This is an optimization exercise on Yosys and OpenROAD, whose aim is small area and a short achievable clock period, not a production implementation. Where RTL was checked, it was by simulation tests only, not by an equivalence proof against the original. Power and IR drop assume default switching activity.

## PW
// mecobo_core
module mecobo_core
(
  input  logic                        sys_clk,
  input  logic                        global_clock_reset,
  input  logic                        host_cs,
  input  logic                        host_wr,
  input  logic [7:0]                  host_addr,
  input  logic [15:0]                 host_wdata,
  output logic [15:0]                 host_rdata,
  output logic [8-1:0] pins
);
For scale: roughly 1700 flip-flops, about 52 I/O pins, about 69000 sq um of cells after synthesis.
==> module pin_control, before the edit <==
module pin_control
(
  input  logic        sys_clk,
  input  logic        global_clock_reset,
  input  logic        hit,
  input  logic        bus_period,
  input  logic        bus_duty,
  input  logic        bus_mode,
  input  logic [15:0] bus_value,
  input  logic [15:0] per1_d,        
  input  logic [15:0] duty_d,        
  input  logic        value_nz,      
  input  logic        lt_set,        
  output logic [15:0] cnt1,
  output logic        step,
  output logic        pin
);
  logic        is_high;
  logic        is_pwm;
  logic [15:0] per1;
  logic [15:0] duty;
  logic        set_mode;
  logic        set_period;
  logic        set_duty;
  logic        high_n;
  logic        pwm_n;
  logic [15:0] cnt1_n;
  logic        lt_n;
  logic        nz_n;
  assign set_period = hit && bus_period;
  assign set_duty   = hit && bus_duty;
  assign set_mode   = hit && bus_mode;
  assign high_n = set_mode ? (bus_value[1:0] == 2'd1) : is_high;
  assign pwm_n  = set_mode ? (bus_value[1:0] == 2'd2) : is_pwm;
  assign step   = is_pwm && (cnt1 != per1) && !set_period;
  assign lt_n   = set_duty ? lt_set : (pin && (cnt1 != duty));
  assign nz_n   = set_duty ? value_nz : (duty != 16'd0);
  always_ff @(posedge sys_clk) begin
    if (global_clock_reset || set_period) per1 <= per1_d;
    if (global_clock_reset || set_duty) duty <= duty_d;
  end
  assign cnt1_n = step ? cnt1 + 16'd1 : 16'd1;
  always_ff @(posedge sys_clk) begin
    cnt1 <= cnt1_n;
  end
  always_ff @(posedge sys_clk) begin
    if (global_clock_reset) begin
      is_high <= 1'b0;
      is_pwm  <= 1'b0;
      pin     <= 1'b0;
    end else begin
      is_high <= high_n;
      is_pwm  <= pwm_n;
      pin  <= high_n || (pwm_n && (step ? lt_n : nz_n));
    end
  end
endmodule
==> module mecobo_core, before the edit <==
module mecobo_core
(
  input  logic                        sys_clk,
  input  logic                        global_clock_reset,
  input  logic                        host_cs,
  input  logic                        host_wr,
  input  logic [7:0]                  host_addr,
  input  logic [15:0]                 host_wdata,
  output logic [15:0]                 host_rdata,
  output logic [8-1:0] pins
);
  logic [52:0] cmd_in;
  logic        cmd_push;
  logic        cmd_full;
  logic        cmd_empty;
  logic [7:0]  bus_hit;
  logic        bus_period;
  logic        bus_duty;
  logic        bus_mode;
  logic        bus_sample;
  logic [2:0]  bus_pin;
  logic [15:0] bus_value;
  logic        bus_value_z;
  logic [15:0] value_p1;
  logic [15:0] per1_d;
  logic [15:0] duty_d;
  logic        value_nz;
  logic [11:0] stamp;
  logic [15:0] cnt1 [8];
  logic [8-1:0] step;
  logic [2:0]  head_pin;
  logic [15:0] cnt1_hd;
  logic        lt_set;
  logic [15:0] sample;
  logic        sample_valid;
  logic        sample_pop;
  logic        sample_overflow;
  host_bus i_host_bus (
    .sys_clk            (sys_clk),
    .global_clock_reset (global_clock_reset),
    .host_cs            (host_cs),
    .host_wr            (host_wr),
    .host_addr          (host_addr),
    .host_wdata         (host_wdata),
    .host_rdata         (host_rdata),
    .cmd_push           (cmd_push),
    .cmd                (cmd_in),
    .cmd_full           (cmd_full),
    .cmd_empty          (cmd_empty),
    .sample_valid       (sample_valid),
    .sample             (sample),
    .sample_overflow    (sample_overflow),
    .sample_pop         (sample_pop)
  );
  scheduler i_scheduler (
    .sys_clk            (sys_clk),
    .global_clock_reset (global_clock_reset),
    .cmd_push           (cmd_push),
    .cmd_in             (cmd_in),
    .cmd_full           (cmd_full),
    .cmd_empty          (cmd_empty),
    .bus_hit            (bus_hit),
    .bus_period         (bus_period),
    .bus_duty           (bus_duty),
    .bus_mode           (bus_mode),
    .bus_sample         (bus_sample),
    .bus_pin            (bus_pin),
    .bus_value          (bus_value),
    .bus_value_z        (bus_value_z),
    .stamp              (stamp),
    .head_pin           (head_pin)
  );
  assign value_nz = !bus_value_z;
  assign value_p1 = {bus_value[15:1], bus_value[0] || !value_nz};
  assign per1_d   = global_clock_reset ? 16'd1 : value_p1;
  assign duty_d   = global_clock_reset ? 16'd0 : bus_value;
  always_ff @(posedge sys_clk) begin
    cnt1_hd <= step[head_pin] ? cnt1[head_pin] + 16'd1 : 16'd1;
  end
  assign lt_set = (cnt1_hd < bus_value);
  for (genvar i = 0; i < 8; i++) begin : g_pin
    pin_control i_pin_control (
      .sys_clk            (sys_clk),
      .global_clock_reset (global_clock_reset),
      .hit                (bus_hit[i]),
      .bus_period         (bus_period),
      .bus_duty           (bus_duty),
      .bus_mode           (bus_mode),
      .bus_value          (bus_value),
      .per1_d             (per1_d),
      .duty_d             (duty_d),
      .value_nz           (value_nz),
      .lt_set             (lt_set),
      .cnt1               (cnt1[i]),
      .step               (step[i]),
      .pin                (pins[i])
    );
  end
  sample_collector i_sample_collector (
    .sys_clk            (sys_clk),
    .global_clock_reset (global_clock_reset),
    .bus_sample         (bus_sample),
    .bus_pin            (bus_pin),
    .pins               (pins),
    .stamp              (stamp),
    .sample_pop         (sample_pop),
    .sample             (sample),
    .sample_valid       (sample_valid),
    .sample_overflow    (sample_overflow)
  );
endmodule
clock: 6.0 ns
lec_check: 0
cap_margin: 20
core_margin: 2
core_utilization: 55
cts_buf_list: sky130_fd_sc_hd__clkbuf_16
cts_cluster_diameter: 60
cts_cluster_size: 30
place_density: 0.7
setup_slack_margin: 3.4
slew_margin: 20
run.sh (not shown) runs the stock make flow with config.mk's settings and CLKGATE_MAP_FILE= SYNTH_SCRIPT=/design/flow/synth_recipe.tcl, a recipe that flattens the netlist after the stock synthesis.
The flow did not stop early for PW: all stages ran, and the layout cleared the timing, DRC and antenna checks.
### PW -> TR
diff --git a/flow/design.v b/flow/design.v
--- a/flow/design.v
+++ b/flow/design.v
@@ -316,10 +316,9 @@
   input  logic [15:0] per1_d,        
   input  logic [15:0] duty_d,        
   input  logic        value_nz,      
   input  logic        lt_set,        
-  output logic [15:0] cnt1,
-  output logic        step,
+  output logic [15:0] cnt1_n,        
   output logic        pin
 );
   logic        is_high;
   logic        is_pwm;
@@ -329,9 +328,10 @@
   logic        set_period;
   logic        set_duty;
   logic        high_n;
   logic        pwm_n;
-  logic [15:0] cnt1_n;
+  logic        step;
+  logic [15:0] cnt1;
   logic        lt_n;
   logic        nz_n;
   assign set_period = hit && bus_period;
   assign set_duty   = hit && bus_duty;
@@ -425,10 +425,9 @@
   logic [15:0] per1_d;
   logic [15:0] duty_d;
   logic        value_nz;
   logic [11:0] stamp;
-  logic [15:0] cnt1 [8];
-  logic [8-1:0] step;
+  logic [15:0] cnt1_n [8];
   logic [2:0]  head_pin;
   logic [15:0] cnt1_hd;
   logic        lt_set;
   logic [15:0] sample;
@@ -474,9 +473,9 @@
   assign value_p1 = {bus_value[15:1], bus_value[0] || !value_nz};
   assign per1_d   = global_clock_reset ? 16'd1 : value_p1;
   assign duty_d   = global_clock_reset ? 16'd0 : bus_value;
   always_ff @(posedge sys_clk) begin
-    cnt1_hd <= step[head_pin] ? cnt1[head_pin] + 16'd1 : 16'd1;
+    cnt1_hd <= cnt1_n[head_pin];
   end
   assign lt_set = (cnt1_hd < bus_value);
   for (genvar i = 0; i < 8; i++) begin : g_pin
     pin_control i_pin_control (
@@ -490,10 +489,9 @@
       .per1_d             (per1_d),
       .duty_d             (duty_d),
       .value_nz           (value_nz),
       .lt_set             (lt_set),
-      .cnt1               (cnt1[i]),
-      .step               (step[i]),
+      .cnt1_n             (cnt1_n[i]),
       .pin                (pins[i])
     );
   end
   sample_collector i_sample_collector (
Findings:
TR against PW: final clock period utilization by the worst path down 1.5 points, clock distribution power down about 3%, endpoint required time on the critical path down 0.03 ns, routed wire length flat, area of all sequential standard cells flat. Run comparison: TR cell at the slowest stage of the critical path a2111o_1; PW cell at the slowest stage of the critical path o32ai_1. In TR, the slack of the critical path came out 0.088 ns above the value in PW.
No functional check of the RTL was part of PW.

==> static timing again, ports no longer ideal <==
How much do the figures lean on ideal ports? The routed layouts below were timed once more, with nothing changed but the port constraints. Step 1: set_driving_cell puts a clkbuf_16 on sys_clk and a buf_2 on each other input, an assumption about the parent block. Step 2 moves the port delays by t, midway between the first and last clock arrival at a register: inputs arrive t later, outputs are due t later. That takes back most of the time a late clock gives input paths. Slacks: ideal / step 1 / step 2; pairs: ideal / step 1.
run	shift t [ns]	setup slack, ns	pins driven straight from the clock port
PW	0.838	3.270 / 3.270 / 2.568	1
TR	0.830	3.358 / 3.344 / 2.623	1
After both steps every run listed still meets setup and hold. For TR, which loses most, drivers alone change the setup slack by -0.014 ns; drivers and shift together by -0.735 ns.
